This design comes from an exercise in tuning for small area and a short achievable clock period on the open sky130 flow, not from production work.
At most, simulation tests tie the RTL to the original design; equivalence was not proved.

Design fir_xifu_ex_simd, start of the top module:
module fir_xifu_ex_simd #(
  parameter int unsigned XLEN    = 32,
  parameter int unsigned MAC_LAT = 3,
  parameter int unsigned ID_W    = 4
) (
  input  logic            clk_i,
  input  logic            rst_i,
  input  logic            clear_i,
  input  logic            in_valid_i,
  output logic            in_ready_o,
  input  logic [1:0]      in_op_i,
  input  logic            in_mode_i,
  input  logic            in_sat_i,
  input  logic [ID_W-1:0] in_id_i,
  input  logic [4:0]      in_rd_i,
  input  logic [4:0]      in_rs1_i,
  input  logic [XLEN-1:0] in_base_i,
  input  logic [11:0]     in_imm_i,
  input  logic [4:0]      in_shamt_i,
  input  logic [XLEN-1:0] op_a_i,
  input  logic [XLEN-1:0] op_b_i,
  input  logic [XLEN-1:0] op_c_i,
  input  logic            commit_valid_i,
  input  logic [ID_W-1:0] commit_id_i,
  input  logic            commit_kill_i,
  input  logic            fwd_we_i,
  input  logic [4:0]      fwd_rd_i,
  input  logic [XLEN-1:0] fwd_result_i,
  output logic            mem_valid_o,
  input  logic            mem_ready_i,
  output logic [31:0]     mem_addr_o,
  output logic            mem_we_o,
  output logic [XLEN-1:0] mem_wdata_o,
  output logic [ID_W-1:0] mem_id_o,
  output logic            out_valid_o,
  input  logic            out_ready_i,
  output logic [1:0]      out_op_o,
  output logic [4:0]      out_rd_o,
  output logic [ID_W-1:0] out_id_o,
  output logic [XLEN-1:0] out_result_o,
  output logic [31:0]     out_next_addr_o
);
==> flow/config.mk <==
export PLATFORM = sky130hd
export DESIGN_NAME = fir_xifu_ex_simd
export DESIGN_NICKNAME = fir_xifu_ex_simd
export VERILOG_FILES = /design/flow/design.v
export SDC_FILE = /design/flow/constraint.sdc
export NUM_CORES = 4
export LEC_CHECK = 0
export CAP_MARGIN = 20
export CORE_MARGIN = 2
export CORE_UTILIZATION = 60
export SLEW_MARGIN = 20
==> flow/constraint.sdc <==
create_clock -name core_clock -period 12.5 [get_ports {clk_i}]
set_input_delay 2.5000 -clock core_clock [delete_from_list [all_inputs] [get_ports {clk_i}]]
set_output_delay 2.5000 -clock core_clock [all_outputs]
set_load 0.01 [all_outputs]
standard.sh (not shown) runs the stock make flow with config.mk's settings and CLKGATE_MAP_FILE= SYNTH_SCRIPT=/design/flow/synth_recipe.tcl, a recipe that flattens the netlist after the stock synthesis.
==> flow/flow/run.sh <==
#!/bin/bash
set -euo pipefail
bash standard.sh SETUP_SLACK_MARGIN=7.5 "BUFFER_PORTS_ARGS=-buffer_cell sky130_fd_sc_hd__buf_1" finish > standard_flow.log 2>&1
Change:
- CORE_UTILIZATION: 60 -> 40
After rerunning: The new run went through all stages and came out clean. Worst setup slack gains 0.025 ns. Critical path depth rose by 2. Final area stays flat. Routed wire length rose by a few percent.
No run of this note included a check of the RTL's function; only the layout flow was run.

---

run 2:
Another version of the RTL of fir_xifu_ex_simd (not shown whole).
Size: about 120 flip-flops, ~21000 um2 of cells after synthesis.
// fir_xifu_ex_simd
module fir_xifu_ex_simd #(
  parameter int unsigned XLEN    = 32,
  parameter int unsigned MAC_LAT = 3,
  parameter int unsigned ID_W    = 4
) (
  input  logic            clk_i,
  input  logic            rst_i,
  input  logic            clear_i,
  input  logic            in_valid_i,
  output logic            in_ready_o,
  input  logic [1:0]      in_op_i,
  input  logic            in_mode_i,
  input  logic            in_sat_i,
  input  logic [ID_W-1:0] in_id_i,
  input  logic [4:0]      in_rd_i,
  input  logic [4:0]      in_rs1_i,
  input  logic [XLEN-1:0] in_base_i,
  input  logic [11:0]     in_imm_i,
  input  logic [4:0]      in_shamt_i,
  input  logic [XLEN-1:0] op_a_i,
  input  logic [XLEN-1:0] op_b_i,
  input  logic [XLEN-1:0] op_c_i,
  input  logic            commit_valid_i,
  input  logic [ID_W-1:0] commit_id_i,
  input  logic            commit_kill_i,
  input  logic            fwd_we_i,
  input  logic [4:0]      fwd_rd_i,
  input  logic [XLEN-1:0] fwd_result_i,
  output logic            mem_valid_o,
  input  logic            mem_ready_i,
  output logic [31:0]     mem_addr_o,
  output logic            mem_we_o,
  output logic [XLEN-1:0] mem_wdata_o,
  output logic [ID_W-1:0] mem_id_o,
  output logic            out_valid_o,
  input  logic            out_ready_i,
  output logic [1:0]      out_op_o,
  output logic [4:0]      out_rd_o,
  output logic [ID_W-1:0] out_id_o,
  output logic [XLEN-1:0] out_result_o,
  output logic [31:0]     out_next_addr_o
);
clock: 12.5 ns
lec_check: 0
cap_margin: 20
core_margin: 2
core_utilization: 40
slew_margin: 20
Scripts as last shown in full above: flow/flow/run.sh
Edits applied to the flow inputs when going from run 2 to run 5:
==> flow/run.sh (new file) <==
#!/bin/bash
# synth_recipe.tcl (not shown) runs the flow's synth.tcl, then flattens the netlist and writes it again
# the make line also repeats each setting of config.mk as NAME=value (left out here)
make -C /OpenROAD-flow-scripts/flow DESIGN_CONFIG=/design/flow/config.mk WORK_HOME=/design/flow/orfs CLKGATE_MAP_FILE= SYNTH_SCRIPT=/design/flow/synth_recipe.tcl finish
removed: flow/flow/run.sh
removed: flow/standard.sh
==> run summary <==
Run 5 vs run 2: worst hold slack up
Compared with run 2, run 5 shows a lower area of all placed cells without fillers.
Looking at final cycle utilization of the critical path, run 5 sits 16 points above run 2.
Diff run 2 -> run 5: fill cell total of the finished layout went up; smallest setup slack after layout dropped 1.95 ns.
Compared with run 2, run 5 shows a lower area added between synthesis and finish.
Function was not checked in any run of this note: the RTL went through the layout flow alone.

---

Another version of the RTL of fir_xifu_ex_simd (not shown whole).
For scale: ~140 flip-flops.
==> flow/config.mk <==
export PLATFORM = sky130hd
export DESIGN_NAME = fir_xifu_ex_simd
export DESIGN_NICKNAME = fir_xifu_ex_simd
export VERILOG_FILES = /design/flow/design.v
export SDC_FILE = /design/flow/constraint.sdc
export NUM_CORES = 4
export LEC_CHECK = 0
export CAP_MARGIN = 20
export CORE_MARGIN = 2
export CORE_UTILIZATION = 40
export SLEW_MARGIN = 20
==> flow/constraint.sdc <==
create_clock -name core_clock -period 12.5 [get_ports {clk_i}]
set_input_delay 2.5000 -clock core_clock [delete_from_list [all_inputs] [get_ports {clk_i}]]
set_output_delay 2.5000 -clock core_clock [all_outputs]
set_load 0.01 [all_outputs]
==> flow/flow/run.sh <==
#!/bin/bash
set -euo pipefail
bash standard.sh SETUP_SLACK_MARGIN=8.5 "BUFFER_PORTS_ARGS=-buffer_cell sky130_fd_sc_hd__buf_1" finish > standard_flow.log 2>&1
Then changed:
==> flow/flow/run.sh (replaced) <==
#!/bin/bash
set -euo pipefail
bash standard.sh SETUP_SLACK_MARGIN=7.5 "BUFFER_PORTS_ARGS=-buffer_cell sky130_fd_sc_hd__buf_1" finish > standard_flow.log 2>&1
What happened:
- The new run finished clean
- design area shrinks by 4.4%
- clock skew drops by 0.012 ns
- sequential cell count stays the same
- first-iteration DRC count grows by about 24%
- via count goes down by 0.76%
- final cell count decreases by 1.3%
- global-route usage falls by 0.80 points
- synthesized cell count stays the same
- count of clock-buffer cells in the layout came out lower by 1

[afterwards: timing with drivers on the ports]
The flow's constraints put no driver on any port. The routed layouts listed below were extracted and timed again, unchanged, in two steps.
Step 1 sets driving cells, clkbuf_16 on the clock port and buf_2 on the other inputs (assumed; they add their load-dependent delay and slew).
Step 2 adds t to the input delays and takes it off the output delays; t is the mean of the earliest and latest rising clock arrival at the registers after step 1. Input paths then give back, and output paths get back, about the clock's delay inside the block.
a / b / c = no drivers / after step 1 / after step 2; a / b = the first two.
run | t, ns | setup WS [ns] | worst slew at a driven data input, ns
the first run of note 1 | 0.489 | 6.802 / 6.802 / 6.782 | 0.10
the second run of note 1 | 0.516 | 6.827 / 6.827 / 6.827 | 0.08
run 2 | 0.499 | 6.457 / 6.457 / 6.457 | 0.09
run 5 | 0.493 | 4.506 / 4.506 / 4.506 | 0.10
the first run of note 3 | 0.495 | 6.828 / 6.828 / 6.765 | 0.08
the second run of note 3 | 0.500 | 6.914 / 6.914 / 6.696 | 0.10
After both steps every run listed still meets setup and hold. For the second run of note 3, which loses most, drivers alone change the setup slack by 0.000 ns; drivers and shift together by -0.218 ns.
